What follows belongs to an exercise in optimizing a design on an open flow for small area, a short achievable clock period and few clock cycles per item; a production flow would make more cautious choices. Only simulation tests tie the RTL to the original design; equivalence was not proved.

==> flow/design.v (excerpt) <==
module blowfish_dec_iter (
  input  logic         clk,
  input  logic         rst_n,
  input  logic         in_valid,
  output logic         in_ready,
  input  logic [63:0]  ct,
  input  logic [448:0] key,
  output logic         out_valid,
  input  logic         out_ready,
  output logic [63:0]  pt
);
For scale: roughly 4100 cells after synthesis, roughly 1200 flip-flops, about 580 I/O pins, ~46000 µm² of cells after synthesis.
export LEC_CHECK = 0
export CAP_MARGIN = 0
export CORE_MARGIN = 2
export CORE_UTILIZATION = 50
export CTS_BUF_LIST = sky130_fd_sc_hd__clkbuf_16
export CTS_CLUSTER_DIAMETER = 100
export CTS_CLUSTER_SIZE = 30
export SLEW_MARGIN = 0
create_clock -name core_clock -period 12.5 [get_ports {clk}]
standard.sh (not shown) runs the stock make flow with config.mk's settings and CLKGATE_MAP_FILE= SYNTH_SCRIPT=/design/flow/synth_recipe.tcl, a recipe that flattens the netlist after the stock synthesis.
==> flow/flow/run.sh <==
#!/bin/bash
# The standard layout, with two changes to how it is made: the port buffers are the smallest
# buffer (buf_1) and timing repair aims for more setup slack than the clock period needs.
# make's full output goes to standard.log; each ORFS step logs under orfs/logs/.
set -euo pipefail
bash standard.sh \
  "BUFFER_PORTS_ARGS=-buffer_cell sky130_fd_sc_hd__buf_1" \
  "SETUP_SLACK_MARGIN=${FLOW_SETUP_MARGIN:-8.5}" \
  finish > standard.log 2>&1
Testbench counts at the start, summed over its fixed seeds: cycles 5,168, items 320.
Rerun with:
--- a/flow/flow/run.sh
+++ b/flow/flow/run.sh
@@ -7,3 +7,3 @@
   "BUFFER_PORTS_ARGS=-buffer_cell sky130_fd_sc_hd__buf_1" \
-  "SETUP_SLACK_MARGIN=${FLOW_SETUP_MARGIN:-8.5}" \
+  "SETUP_SLACK_MARGIN=${FLOW_SETUP_MARGIN:-9}" \
   finish > standard.log 2>&1
CORE_UTILIZATION = 60   (was 50)
CTS_BUF_LIST = sky130_fd_sc_hd__clkbuf_8   (was sky130_fd_sc_hd__clkbuf_16)
CTS_CLUSTER_DIAMETER = default   (was 100)
CTS_CLUSTER_SIZE = default   (was 30)
Outcome:
- cell area increases by 9.2%
- register-to-register slack gains 0.03 ns
- wire length is higher by 5.5%
- die area is lower by 16%
- cell count rises by 3.7%
Rerun with:
--- a/flow/flow/run.sh
+++ b/flow/flow/run.sh
@@ -7,3 +7,3 @@
   "BUFFER_PORTS_ARGS=-buffer_cell sky130_fd_sc_hd__buf_1" \
-  "SETUP_SLACK_MARGIN=${FLOW_SETUP_MARGIN:-9}" \
+  "SETUP_SLACK_MARGIN=${FLOW_SETUP_MARGIN:-8.5}" \
   finish > standard.log 2>&1
CTS_BUF_LIST = sky130_fd_sc_hd__clkbuf_16   (was sky130_fd_sc_hd__clkbuf_8)
CTS_CLUSTER_DIAMETER = 100   (was default)
CTS_CLUSTER_SIZE = 30   (was default)
TNS_END_PERCENT = 30   (was default)
After rerunning: The new run produced a clean layout; hold slack gains 0.033 ns; worst setup slack gains 0.028 ns; area after synthesis stays the same; count of clock-buffer cells in the layout falls by 174; cell count falls by 6.2%; critical path depth rises by 1; routed wire length falls by about 5%; utilization falls by 6.5 points; design area falls by about 9%.
Rerun with:
--- a/flow/flow/run.sh
+++ b/flow/flow/run.sh
@@ -7,3 +7,3 @@
   "BUFFER_PORTS_ARGS=-buffer_cell sky130_fd_sc_hd__buf_1" \
-  "SETUP_SLACK_MARGIN=${FLOW_SETUP_MARGIN:-8.5}" \
+  "SETUP_SLACK_MARGIN=${FLOW_SETUP_MARGIN:-8}" \
   finish > standard.log 2>&1
CTS_BUF_LIST = sky130_fd_sc_hd__clkbuf_8   (was sky130_fd_sc_hd__clkbuf_16)
CTS_CLUSTER_DIAMETER = default   (was 100)
CTS_CLUSTER_SIZE = default   (was 30)
TNS_END_PERCENT = default   (was 30)
Setup slack got worse by 0.13 ns.
Die area is unchanged.
Cell area climbs by 2.8%.
Synthesized area does not change.
Routed wire length rose by about 0.4%.
Critical path depth goes down by 1.
Rerun with:
--- a/flow/flow/run.sh
+++ b/flow/flow/run.sh
@@ -7,3 +7,3 @@
   "BUFFER_PORTS_ARGS=-buffer_cell sky130_fd_sc_hd__buf_1" \
-  "SETUP_SLACK_MARGIN=${FLOW_SETUP_MARGIN:-8}" \
+  "SETUP_SLACK_MARGIN=${FLOW_SETUP_MARGIN:-9}" \
   finish > standard.log 2>&1
ABC_AREA = 1   (was default)
CTS_BUF_LIST = sky130_fd_sc_hd__clkbuf_16   (was sky130_fd_sc_hd__clkbuf_8)
CTS_CLUSTER_DIAMETER = 100   (was default)
CTS_CLUSTER_SIZE = 30   (was default)
TNS_END_PERCENT = 30   (was default)
What happened: Synthesized cell count climbs by well over a third; area after synthesis climbs by a few percent; fmax climbs by roughly a tenth; cell count climbs by a quarter to a third.


blowfish_dec_iter, a different RTL version from the one above (not shown whole).
For scale: ~1200 flip-flops, ~46000 um^2 of cells after synthesis.
clock: 12.5 ns
lec_check: 0
cap_margin: 0
core_margin: 2
core_utilization: 60
cts_buf_list: sky130_fd_sc_hd__clkbuf_8
slew_margin: 0
==> flow/flow/run.sh <==
#!/bin/bash
# The standard layout, with two changes to how it is made: the port buffers are the smallest
# buffer (buf_1) and timing repair aims for more setup slack than the clock period needs.
# make's full output goes to standard.log; each ORFS step logs under orfs/logs/.
set -euo pipefail
bash standard.sh \
  "BUFFER_PORTS_ARGS=-buffer_cell sky130_fd_sc_hd__buf_1" \
  "SETUP_SLACK_MARGIN=${FLOW_SETUP_MARGIN:-10}" \
  finish > standard.log 2>&1
Testbench counts at the start, summed over its fixed seeds: cycles 5,168, items 320.
Next try:
--- a/flow/flow/run.sh
+++ b/flow/flow/run.sh
@@ -8 +8 @@
-  "SETUP_SLACK_MARGIN=${FLOW_SETUP_MARGIN:-10}" \
+  "SETUP_SLACK_MARGIN=${FLOW_SETUP_MARGIN:-8}" \
Effect: Clock skew went up by 0.012 ns; synthesized area stays the same; fmax went down by a few percent; first-iteration DRC count went down by a quarter to a third; register-to-register slack is worse by 0.12 ns; die area is unchanged.


Setup of lagoon:
RTL: one of the versions met above, not the one the previous note started from.
For scale: about 1,200 flip-flops, ~580 I/O pins, roughly 46,000 µm² of cells after synthesis.
clock: 12.5 ns
lec_check: 0
cap_margin: 0
core_margin: 2
core_utilization: 60
cts_buf_list: sky130_fd_sc_hd__clkbuf_16
cts_cluster_diameter: 100
cts_cluster_size: 30
slew_margin: 0
==> flow/flow/run.sh <==
#!/bin/bash
# The standard layout, with two changes to how it is made: the port buffers are the smallest
# buffer (buf_1) and timing repair aims for more setup slack than the clock period needs.
# make's full output goes to standard.log; each ORFS step logs under orfs/logs/.
set -euo pipefail
bash standard.sh \
  "BUFFER_PORTS_ARGS=-buffer_cell sky130_fd_sc_hd__buf_1" \
  "SETUP_SLACK_MARGIN=${FLOW_SETUP_MARGIN:-8}" \
  finish > standard.log 2>&1
Testbench counts of lagoon, summed over its fixed seeds: cycles 5,168, items 320.
Input-level comparison between yarrow and lagoon:
Settings: putting TNS_END_PERCENT at 30 where nothing was set; swapping 60 for 55 in CORE_UTILIZATION.
--- a/flow/flow/run.sh
+++ b/flow/flow/run.sh
@@ -6,4 +6,4 @@
 bash standard.sh \
   "BUFFER_PORTS_ARGS=-buffer_cell sky130_fd_sc_hd__buf_1" \
-  "SETUP_SLACK_MARGIN=${FLOW_SETUP_MARGIN:-8}" \
+  "SETUP_SLACK_MARGIN=${FLOW_SETUP_MARGIN:-8.5}" \
   finish > standard.log 2>&1
Notes after the runs:
- Capturing instance or port of the critical path: t1_q[31] -> yarrow, s1h_q[15] -> lagoon
- yarrow against lagoon: met1 layer wirelength in the final routing shows an increase of about 3.4%; routed wire length shows an increase of 3.3%; total half-perimeter wirelength after legalization and detailed placement shows an increase of 1.7 mm.
- Each of the runs, namely lagoon and yarrow, reached the end of the flow and came out clean.
> inputs changed (yarrow -> indigo)
Settings: CORE_UTILIZATION: 55 -> 60.
--- a/flow/flow/run.sh
+++ b/flow/flow/run.sh
@@ -6,4 +6,4 @@
 bash standard.sh \
   "BUFFER_PORTS_ARGS=-buffer_cell sky130_fd_sc_hd__buf_1" \
-  "SETUP_SLACK_MARGIN=${FLOW_SETUP_MARGIN:-8.5}" \
+  "SETUP_SLACK_MARGIN=${FLOW_SETUP_MARGIN:-9}" \
   finish > standard.log 2>&1
Results
- Looking at the reports, indigo completed the entire flow and the layout it produced met the timing, DRC and antenna checks.
- Global route total overflow: yarrow vs indigo identical
- Taking yarrow as the reference, in indigo filler cell count in the final layout moved down; signed area change from the synthesized netlist to the final layout moved up.
The following lists how raven was set up differently from indigo:
Settings: TNS_END_PERCENT: 30 -> unset.
--- a/flow/flow/run.sh
+++ b/flow/flow/run.sh
@@ -6,4 +6,4 @@
 bash standard.sh \
   "BUFFER_PORTS_ARGS=-buffer_cell sky130_fd_sc_hd__buf_1" \
-  "SETUP_SLACK_MARGIN=${FLOW_SETUP_MARGIN:-9}" \
+  "SETUP_SLACK_MARGIN=${FLOW_SETUP_MARGIN:-8.5}" \
   finish > standard.log 2>&1
[summary]
- Looking at worst hold slack after final layout, raven sits 0.0030 ns below indigo.
- Vias after detailed routing is higher on indigo
- Row global-route wire length before repair: raven lower / indigo higher
- raven has multi-input combinational cell area below what indigo had.
- Number of non-filler instances in the completed layout (raven vs. indigo) decreases slightly
#### Input delta (fjord over raven)
Settings: changing CORE_UTILIZATION from 60 to 70; setting PLACE_DENSITY to 0.72 for the first time.
--- a/flow/flow/run.sh
+++ b/flow/flow/run.sh
@@ -6,4 +6,4 @@
 bash standard.sh \
   "BUFFER_PORTS_ARGS=-buffer_cell sky130_fd_sc_hd__buf_1" \
-  "SETUP_SLACK_MARGIN=${FLOW_SETUP_MARGIN:-8.5}" \
+  "SETUP_SLACK_MARGIN=${FLOW_SETUP_MARGIN:-8}" \
   finish > standard.log 2>&1
==> run summary <==
fjord completed end to end with timing, DRC and antenna clean. Of fjord and raven, the run reporting the higher iteration count of the initial detailed-routing pass was raven. On post-route clock period utilization: between fjord and raven, it ends up lower for raven. Clock period minus final worst setup slack in fjord is 0.36 ns above raven. Diff raven -> fjord | wire length | up by a little under 10%. On fjord: via count is about 4% higher than what raven gave.
Setup changes, fjord to ember
Settings: an added ABC_AREA of 1; an added TNS_END_PERCENT of 30; a change of CORE_UTILIZATION from 70 to 60; a deleted PLACE_DENSITY that had been 0.72.
--- a/flow/flow/run.sh
+++ b/flow/flow/run.sh
@@ -6,4 +6,4 @@
 bash standard.sh \
   "BUFFER_PORTS_ARGS=-buffer_cell sky130_fd_sc_hd__buf_1" \
-  "SETUP_SLACK_MARGIN=${FLOW_SETUP_MARGIN:-8}" \
+  "SETUP_SLACK_MARGIN=${FLOW_SETUP_MARGIN:-8.5}" \
   finish > standard.log 2>&1
Findings:
- ember: flow completed, timing, DRC and antenna clean
- Against fjord, ember comes in 0.22 points lower on area share of fa/ha/maj cells after synthesis.
- Of ember and fjord, it is ember that has the lower effective utilization at floorplan.
- From fjord to ember the numbers moved as follows: cell area increased by about 3.7% relative to the old numbers, number of gates resized after cts shows an increase of 120%, routed wire length climbed about 11%, filler cell count +2,716.

afterwards: timing with drivers on the ports:
The flow's constraints put no driver on any port. The routed layouts listed below were extracted and timed again, unchanged, in two steps.
Step 1 (the two cells are an assumption about what drives the block):
set clk [get_ports {clk}]
set_driving_cell -lib_cell sky130_fd_sc_hd__clkbuf_16 $clk
set_driving_cell -lib_cell sky130_fd_sc_hd__buf_2 [delete_from_list [all_inputs] $clk]
Step 2 moves the port delays by t, midway between the first and last clock arrival at a register: inputs arrive t later, outputs are due t later. That takes back most of the time a late clock gives input paths.
a / b / c = ideal ports / drivers / drivers and shift; a / b = the first two.
run | shift t [ns] | setup WS [ns] | worst setup path after step 2 | clock arrival spread, ns | cell pins on the clock port's net
the first run of note 1 | 0.754 | 8.234 / 8.234 / 8.196 | input to register | 0.038 / 0.037 | 1
the second run of note 1 | 0.908 | 8.263 / 8.263 / 8.168 | input to register | 0.068 / 0.068 | 1
the third run of note 1 | 0.722 | 8.292 / 8.292 / 8.228 | input to register | 0.032 / 0.032 | 1
the fourth run of note 1 | 0.894 | 8.164 / 8.164 / 8.164 | register to register | 0.069 / 0.070 | 1
the fifth run of note 1 | 0.733 | 8.551 / 8.476 / 8.447 | input to register | 0.029 / 0.030 | 1
the first run of note 2 | 0.912 | 8.284 / 8.284 / 8.284 | register to register | 0.061 / 0.060 | 1
the second run of note 2 | 0.901 | 8.168 / 8.099 / 8.168 | register to register | 0.077 / 0.077 | 1
lagoon | 0.710 | 8.127 / 8.127 / 8.127 | register to register | 0.036 / 0.036 | 1
yarrow | 0.726 | 8.345 / 8.345 / 8.173 | input to register | 0.053 / 0.053 | 1
indigo | 0.718 | 8.286 / 8.286 / 8.232 | input to register | 0.027 / 0.027 | 1
raven | 0.720 | 8.303 / 8.303 / 8.222 | input to register | 0.032 / 0.033 | 1
fjord | 0.726 | 7.948 / 7.948 / 7.948 | register to register | 0.037 / 0.037 | 1
ember | 0.721 | 8.558 / 8.480 / 8.004 | input to register | 0.055 / 0.056 | 1
After both steps setup and hold are still met in every run listed. The setup slack of ember, which loses most, moves by -0.078 ns with the drivers and by -0.554 ns with both steps.
